Background: an optimization exercise with open tools, aiming at small area. Do not read the settings as production practice. RTL that was checked went through simulation tests only; none was proved equivalent to the original. No activity file was given, so power comes from the tool's default toggle rates.

==> module crack_ctrl, before the edit <==
module crack_ctrl (
  input  logic       clk,
  input  logic       reset_n,
  input  logic       start,
  input  logic       hash_done,
  input  logic       hit,
  input  logic [1:0] hit_lane,
  output logic [2:0] state,
  output logic [1:0] found_lane,
  output logic       in_compare,
  output logic       in_idle,
  output logic       in_found,
  output logic       hash_reset,
  output logic       hash_start,
  output logic       found
);
  logic       hr;
  logic [2:0] abc;
  logic       st_idle, st_load, st_wait, st_cmp, st_found;
  logic       step, leave_hr;
  assign st_idle  = !hr && !abc[2] && !abc[1] && !abc[0];
  assign st_load  = !hr && !abc[2] && !abc[1] &&  abc[0];
  assign st_wait  = !hr && !abc[2] &&  abc[1] && !abc[0];
  assign st_cmp   = !hr && !abc[2] &&  abc[1] &&  abc[0];
  assign st_found = !hr &&  abc[2];
  assign leave_hr = hr && (abc == 3'd0);
  assign step     = hr || st_load || (st_wait && hash_done);
  always_ff @(posedge clk) begin
    if (!reset_n) begin
      hr  <= 1'b0;
      abc <= 3'd0;
    end else begin
      hr <= (st_idle && start) || (st_cmp && !hit) || (hr && !leave_hr);
      if (step)                     abc <= abc + 3'd1;
      else if (st_idle && start)    abc <= 3'd1;
      else if (st_cmp && !hit)      abc <= 3'd1;
      else if (st_cmp)              abc <= {1'b1, hit_lane};
      else if (st_found && start)   abc <= 3'd0;
    end
  end
  assign state      = {!hr && (abc[2] || (abc[1] && abc[0])),
                       !hr && !abc[2] && (abc[1] != abc[0]),
                       hr || abc[2] || (abc[1] && !abc[0])};
  assign found_lane = abc[1:0];
  assign in_idle    = st_idle;
  assign in_compare = st_cmp;
  assign in_found   = st_found;
  assign hash_reset = hr;
  assign hash_start = st_load;
  assign found      = st_found;
endmodule
==> module result_buffer, before the edit <==
module result_buffer (
  input  logic        clk,
  input  logic        reset_n,
  input  logic        in_idle,
  input  logic        in_found,
  input  logic [1:0]  found_lane,
  input  logic [31:0] digits,
  input  logic [3:0]  d6_odd,
  input  logic [3:0]  d7_l1,
  input  logic [3:0]  d7_l2,
  input  logic [3:0]  d7_l3,
  output logic [39:0] elapsed,
  output logic [63:0] password
);
  logic [9:0] nines;
  always_comb begin
    nines[0] = 1'b1;
    for (int d = 0; d < 9; d++) begin
      nines[d+1] = nines[d] & cracker_pkg::bcd_is9(elapsed[4*d +: 4]);
    end
  end
  always_ff @(posedge clk) begin
    for (int d = 0; d < 10; d++) begin
      if (!reset_n || in_idle) elapsed[4*d +: 4] <= 4'd0;
      else                     elapsed[4*d +: 4] <= elapsed[4*d +: 4] ^ cracker_pkg::bcd_toggle(elapsed[4*d +: 4], !in_found & nines[d]);
    end
  end
  logic [3:0] p7, p6;
  always_comb begin
    case (found_lane)
      2'd0: begin p7 = digits[31:28]; p6 = digits[27:24]; end
      2'd1: begin p7 = d7_l1;         p6 = d6_odd;        end
      2'd2: begin p7 = d7_l2;         p6 = digits[27:24]; end
      default: begin p7 = d7_l3;      p6 = d6_odd;        end
    endcase
  end
  logic [31:0] pw_bcd;
  assign pw_bcd = {p7, p6, digits[23:0]};
  always_comb begin
    for (int d = 0; d < 8; d++) begin
      password[8*d +: 8] = {4'h3, pw_bcd[4*d +: 4]};
    end
  end
endmodule
==> module password_cracker, before the edit <==
module password_cracker (
  input  logic         clk,
  input  logic         reset_n,
  input  logic         start,
  input  logic [127:0] target_hash,
  input  logic         hash_done,
  input  logic [511:0] hashes,
  output logic [255:0] candidates,
  output logic         hash_reset,
  output logic         hash_start,
  output logic         found,
  output logic [63:0]  password,
  output logic [39:0]  elapsed,
  output logic [2:0]   state
);
  logic        hit;
  logic [1:0]  hit_lane, found_lane;
  logic        in_compare, in_idle, in_found;
  logic [31:0] digits;
  logic [3:0]  d6_odd, d7_l1, d7_l2, d7_l3;
  crack_ctrl ctrl0 (
    .clk        (clk),
    .reset_n    (reset_n),
    .start      (start),
    .hash_done  (hash_done),
    .hit        (hit),
    .hit_lane   (hit_lane),
    .state      (state),
    .found_lane (found_lane),
    .in_compare (in_compare),
    .in_idle    (in_idle),
    .in_found   (in_found),
    .hash_reset (hash_reset),
    .hash_start (hash_start),
    .found      (found)
  );
  candidate_gen gen0 (
    .clk        (clk),
    .reset_n    (reset_n),
    .advance    (in_compare && !hit),
    .digits     (digits),
    .d6_odd     (d6_odd),
    .d7_l1      (d7_l1),
    .d7_l2      (d7_l2),
    .d7_l3      (d7_l3),
    .candidates (candidates)
  );
  match_unit match0 (
    .hashes      (hashes),
    .target_hash (target_hash),
    .hit         (hit),
    .lane        (hit_lane)
  );
  result_buffer result0 (
    .clk         (clk),
    .reset_n     (reset_n),
    .in_idle     (in_idle),
    .in_found    (in_found),
    .found_lane  (found_lane),
    .digits      (digits),
    .d6_odd      (d6_odd),
    .d7_l1       (d7_l1),
    .d7_l2       (d7_l2),
    .d7_l3       (d7_l3),
    .elapsed     (elapsed),
    .password    (password)
  );
endmodule
clock: 6.0 ns
lec_check: 0
cap_margin: 0
core_area: 10 10 280 280
die_area: 0 0 290 290
gpl_timing_driven: 0
slew_margin: 0
standard.sh (not shown) runs the stock make flow with config.mk's settings and CLKGATE_MAP_FILE= SYNTH_SCRIPT=/design/flow/synth_recipe.tcl, a recipe that flattens the netlist after the stock synthesis.
==> flow/flow/run.sh <==
#!/bin/bash
# The standard ORFS flow (standard.sh) with these changes to how the layout is made:
#  - synthesis maps logic with an area-oriented abc script (flow/synth.tcl, flow/abc_area.script),
#    without xor2 cells and without the half/full adder cells (both simulate slowly at gate level);
#    everything else in it is synth_recipe.tcl, so registers and their names are unchanged
#  - after floorplan, one conb_1 tie cell drives all constant outputs (flow/pair_ties.tcl)
#  - ports get the smallest buffer (buf_1)
#  - the clock tree uses mid-size clock buffers and no dummy loads
# make's output goes to standard_*.log; each tool's full log is under orfs/logs/.
set -eo pipefail
W=$PWD
export BUFFER_PORTS_ARGS="-buffer_cell sky130_fd_sc_hd__buf_1"
export CTS_ARGS="-buf_list {sky130_fd_sc_hd__clkbuf_4 sky130_fd_sc_hd__clkbuf_8} -sink_clustering_enable -sink_clustering_size 10 -sink_clustering_max_diameter 60 -dont_use_dummy_load"
export REMOVE_ABC_BUFFERS=1
export FLOW_ABC_SCRIPT=$W/flow/abc_area.script
sed "s#SYNTH_SCRIPT=[^ ]*#SYNTH_SCRIPT=$W/flow/synth.tcl#" standard.sh > own_standard.sh
R=$W/orfs/results/$FLOW_PLATFORM/password_cracker/base
FLOW_ABC_DONT_USE="sky130_fd_sc_hd__xor2_1 sky130_fd_sc_hd__xor2_2 sky130_fd_sc_hd__xor2_4" ADDER_MAP_FILE= \
  bash own_standard.sh $R/2_1_floorplan.odb > standard_floorplan.log 2>&1
TIE_GROUP=80 TIE_ODB=$R/2_1_floorplan.odb openroad -no_init -exit flow/pair_ties.tcl > pair_ties.log 2>&1
bash own_standard.sh > standard.log 2>&1
Other scripts of this flow, unchanged in this note and not shown: flow/flow/abc_area.script, flow/flow/pair_ties.tcl, flow/flow/synth.tcl
Then changed:
--- a/flow/design.v
+++ b/flow/design.v
@@ -45,7 +45,5 @@
   input  logic       hash_done,
   input  logic       hit,
-  input  logic [1:0] hit_lane,
   output logic [2:0] state,
-  output logic [1:0] found_lane,
   output logic       in_compare,
   output logic       in_idle,
@@ -58,12 +56,14 @@
   logic [2:0] abc;
   logic       st_idle, st_load, st_wait, st_cmp, st_found;
-  logic       step, leave_hr;
-  assign st_idle  = !hr && !abc[2] && !abc[1] && !abc[0];
-  assign st_load  = !hr && !abc[2] && !abc[1] &&  abc[0];
-  assign st_wait  = !hr && !abc[2] &&  abc[1] && !abc[0];
-  assign st_cmp   = !hr && !abc[2] &&  abc[1] &&  abc[0];
-  assign st_found = !hr &&  abc[2];
-  assign leave_hr = hr && (abc == 3'd0);
-  assign step     = hr || st_load || (st_wait && hash_done);
+  logic       step, enter_hr, leave_hr, to_idle;
+  assign st_idle  = !hr && !abc[2] && !abc[1];
+  assign st_load  = !hr &&  abc[1] && !abc[0];
+  assign st_wait  = !hr &&  abc[1] &&  abc[0];
+  assign st_cmp   = !hr &&  abc[2] && !abc[0];
+  assign st_found = !hr &&  abc[2] &&  abc[0];
+  assign leave_hr = hr && (abc == 3'd1);
+  assign enter_hr = (st_idle && start) || (st_cmp && !hit);
+  assign step     = hr || st_load || (st_wait && hash_done) || (st_cmp && hit);
+  assign to_idle  = st_found && start;
   always_ff @(posedge clk) begin
     if (!reset_n) begin
@@ -71,16 +71,11 @@
       abc <= 3'd0;
     end else begin
-      hr <= (st_idle && start) || (st_cmp && !hit) || (hr && !leave_hr);
-      if (step)                     abc <= abc + 3'd1;
-      else if (st_idle && start)    abc <= 3'd1;
-      else if (st_cmp && !hit)      abc <= 3'd1;
-      else if (st_cmp)              abc <= {1'b1, hit_lane};
-      else if (st_found && start)   abc <= 3'd0;
-    end
-  end
-  assign state      = {!hr && (abc[2] || (abc[1] && abc[0])),
-                       !hr && !abc[2] && (abc[1] != abc[0]),
-                       hr || abc[2] || (abc[1] && !abc[0])};
-  assign found_lane = abc[1:0];
+      hr <= enter_hr || (hr && !leave_hr);
+      if (step)          abc <= abc + 3'd1;
+      else if (enter_hr) abc <= 3'd2;
+      else if (to_idle)  abc <= 3'd0;
+    end
+  end
+  assign state      = {!hr && abc[2], !hr && abc[1], hr || abc[0]};
   assign in_idle    = st_idle;
   assign in_compare = st_cmp;
@@ -157,5 +152,6 @@
   input  logic        in_idle,
   input  logic        in_found,
-  input  logic [1:0]  found_lane,
+  input  logic        take_result,
+  input  logic [1:0]  hit_lane,
   input  logic [31:0] digits,
   input  logic [3:0]  d6_odd,
@@ -179,7 +175,11 @@
     end
   end
+  logic [1:0] lane_q;
+  always_ff @(posedge clk) begin
+    if (take_result) lane_q <= hit_lane;
+  end
   logic [3:0] p7, p6;
   always_comb begin
-    case (found_lane)
+    case (lane_q)
       2'd0: begin p7 = digits[31:28]; p6 = digits[27:24]; end
       2'd1: begin p7 = d7_l1;         p6 = d6_odd;        end
@@ -213,5 +213,5 @@
 );
   logic        hit;
-  logic [1:0]  hit_lane, found_lane;
+  logic [1:0]  hit_lane;
   logic        in_compare, in_idle, in_found;
   logic [31:0] digits;
@@ -223,7 +223,5 @@
     .hash_done  (hash_done),
     .hit        (hit),
-    .hit_lane   (hit_lane),
     .state      (state),
-    .found_lane (found_lane),
     .in_compare (in_compare),
     .in_idle    (in_idle),
@@ -255,5 +253,6 @@
     .in_idle     (in_idle),
     .in_found    (in_found),
-    .found_lane  (found_lane),
+    .take_result (in_compare && hit),
+    .hit_lane    (hit_lane),
     .digits      (digits),
     .d6_odd      (d6_odd),
What happened: Critical path depth rises by 1. Total power fell by roughly a tenth. Cell area decreases slightly. Die area is unchanged. Routed wire length is lower by about a fifth. Global-route usage came out lower by 4.8 points. Via count decreases by a little under a tenth. Setup slack improved by 0.21 ns. Clock power goes up by a few percent.
For the first run of this note, only the layout was checked, not whether the RTL still works.

re-timing with driven ports:
The flow's constraints put no driver on any port. The routed layouts listed below were extracted and timed again, unchanged, in two steps.
Step 1 sets driving cells, clkbuf_16 on the clock port and buf_2 on the other inputs (assumed; they add their load-dependent delay and slew).
Step 2 times the ports against the registers' clock, not the clock port: input delays grow and output delays shrink by t, the midpoint of the rising clock arrivals with the driver on.
Slacks: no drivers / after step 1 / after step 2; pairs: no drivers / after step 1.
run | t, ns | setup WS [ns] | worst setup path after step 2 | slew at the worst register clock pin (ns)
the first run | 0.377 | 0.194 / 0.192 / -0.185 | input to register | 0.08 / 0.08
the second run | 0.398 | 0.402 / 0.219 / -0.179 | input to register | 0.09 / 0.09
Met with ideal ports but missed after step 2: setup timing in the first run and the second run. For the second run, which loses most, drivers alone change the setup slack by -0.183 ns; drivers and shift together by -0.581 ns.
